Source: an optimization exercise on an open RTL-to-GDS flow (aim: small area). Production flows keep margins and buffers that such runs may drop.
The RTL was checked by simulation tests, not by an equivalence proof against the original design.
Power and IR drop assume default switching activity.

// execUnit
module execUnit (
	input  logic        clk,
	input  logic        rstN,
	input  logic        issue,
	input  logic [1:0]  aluOp,
	input  logic [4:0]  funcCode,
	input  logic [2:0]  rs,
	input  logic [2:0]  rt,
	input  logic [2:0]  rd,
	input  logic [31:0] imm,
	output logic [31:0] result,
	output logic        resultValid,
	output logic        zero
);
Size: ~1500 cells after synthesis, roughly 85 I/O pins.
export LEC_CHECK = 0
export CAP_MARGIN = 20
export CORE_MARGIN = 2
export CORE_UTILIZATION = 40
export SLEW_MARGIN = 20
create_clock -name core_clock -period 8.0 [get_ports {clk}]
standard.sh (not shown) runs the stock make flow with config.mk's settings and CLKGATE_MAP_FILE= SYNTH_SCRIPT=/design/flow/synth_recipe.tcl, a recipe that flattens the netlist after the stock synthesis.
==> flow/flow/run.sh <==
#!/bin/bash
# Layout flow: the standard flow, with synthesis re-run so that ABC maps
# the combinational logic with an area-oriented script (flow/area.abc).
# Registers come from the same Yosys steps, so names and cell types match the
# standard synthesis; this is checked below.
set -euo pipefail
D=$PWD
EXTRA_ARGS=${EXTRA_ARGS:-}
[[ -f $D/flow/make_args ]] && EXTRA_ARGS="$(cat $D/flow/make_args)"

cp $D/flow/area.abc $D/area.abc
cat > $D/area_synth.tcl <<EOT
proc synth {args} { yosys synth -nofsm -noshare {*}\$args }
proc abc {args} {
  set i [lsearch -exact \$args -script]
  if {\$i >= 0} { lset args [expr {\$i+1}] $D/area.abc }
  yosys abc {*}\$args
}
source \$::env(SCRIPTS_DIR)/synth.tcl
# left out here: clear keep_hierarchy, flatten, clean up
yosys rename -hide {w:*\$func\$*}
write_verilog -noattr -nohex -nodec \$::env(RESULTS_DIR)/1_2_yosys.v
EOT

# Reference: the standard synthesis, in a folder of its own
bash standard.sh WORK_HOME=$D/std synth > $D/std_synth.log 2>&1

# Main flow with the area-oriented mapping
bash standard.sh SYNTH_SCRIPT=$D/area_synth.tcl $EXTRA_ARGS synth > $D/synth.log 2>&1

regs() { grep -oE 'sky130_fd_sc_hd__(e?dfxtp|dfrtp|dfstp|sdf[a-z]*|edf[a-z]*)_[0-9]+ +[^ ]+' "$1" | sed -E 's/_[0-9]+ +/ /' | sort; }
regs $D/std/results/sky130hd/execUnit/base/1_2_yosys.v > $D/regs_std.txt
regs $D/orfs/results/sky130hd/execUnit/base/1_2_yosys.v > $D/regs_area.txt
if ! cmp -s $D/regs_std.txt $D/regs_area.txt; then
  echo "register mismatch against the standard synthesis" >&2
  diff $D/regs_std.txt $D/regs_area.txt | head >&2
  exit 1
fi

bash standard.sh SYNTH_SCRIPT=$D/area_synth.tcl $EXTRA_ARGS > $D/layout.log 2>&1
==> flow/flow/area.abc <==
strash
 &get -n
 &dch
 &nf -a -R 1000
 &put
 buffer -c
 topo
 stime -c
 upsize -c
 dnsize -c
The first run produced a clean layout.
Edit:
--- a/flow/flow/run.sh
+++ b/flow/flow/run.sh
@@ -2,3 +2,4 @@
 # Layout flow: the standard flow, with synthesis re-run so that ABC maps
-# the combinational logic with an area-oriented script (flow/area.abc).
+# the combinational logic with an area-oriented script (flow/area.abc), and
+# with the make variables listed one per line in flow/make_args.
 # Registers come from the same Yosys steps, so names and cell types match the
@@ -7,4 +8,4 @@
 D=$PWD
-EXTRA_ARGS=${EXTRA_ARGS:-}
-[[ -f $D/flow/make_args ]] && EXTRA_ARGS="$(cat $D/flow/make_args)"
+ARGS=()
+[[ -f $D/flow/make_args ]] && mapfile -t ARGS < <(grep -v '^\s*$' $D/flow/make_args)
 
@@ -27,4 +28,4 @@
 
-# Main flow with the area-oriented mapping
-bash standard.sh SYNTH_SCRIPT=$D/area_synth.tcl $EXTRA_ARGS synth > $D/synth.log 2>&1
+# Synthesis with the area-oriented mapping
+bash standard.sh SYNTH_SCRIPT=$D/area_synth.tcl "${ARGS[@]}" synth > $D/synth.log 2>&1
 
@@ -39,2 +40,3 @@
 
-bash standard.sh SYNTH_SCRIPT=$D/area_synth.tcl $EXTRA_ARGS > $D/layout.log 2>&1
+# Rest of the layout
+bash standard.sh SYNTH_SCRIPT=$D/area_synth.tcl "${ARGS[@]}" > $D/layout.log 2>&1
==> flow/flow/area.abc (replaced) <==
strash
 &get -n
 &dch
 &nf -R 1000
 &put
 buffer -c
 upsize -c -D 5000
 dnsize -c -D 5000
==> flow/flow/make_args (new file) <==
ADDER_MAP_FILE=
SYNTH_OPERATIONS_ARGS=-booth
BUFFER_PORTS_ARGS=-buffer_cell sky130_fd_sc_hd__buf_1
CTS_ARGS=-sink_clustering_enable -repair_clock_nets -dont_use_dummy_load -buf_list sky130_fd_sc_hd__clkbuf_4
=>
- clock power decreases by about 25%
- setup slack gains 450 ps
- critical path depth increases by 4
- design area decreases by about 6.6%
- register-to-register slack loses 170 ps
- clock skew increases by 83 ps
- total power decreases by about 18%
- wire length decreases by about 13%

[separate check: timing with driven ports]
The flow's constraints put no driver on any port. The routed layouts listed below were extracted and timed again, unchanged, in two steps.
Step 1 (the two cells are an assumption about what drives the block):
set clk [get_ports {clk}]
set_driving_cell -lib_cell sky130_fd_sc_hd__clkbuf_16 $clk
set_driving_cell -lib_cell sky130_fd_sc_hd__buf_2 [delete_from_list [all_inputs] $clk]
Step 2 also shifts input and output timing later by t, the mid clock arrival at the registers, as if the neighbouring blocks saw the same clock.
a / b / c = ideal / step 1 / step 2; a / b = the first two.
run	shift t [ns]	setup WS [ns]	hold slack, ns	worst setup path at the end
the first run	0.603	0.908 / 0.928 / 0.326	0.467 / 0.467 / 0.467	input to register
the second run	0.780	1.362 / 1.385 / 0.605	0.461 / 0.461 / 0.461	input to register
After both steps every run listed still meets setup and hold. For the second run, which loses most, drivers alone change the setup slack by +0.023 ns; drivers and shift together by -0.757 ns.
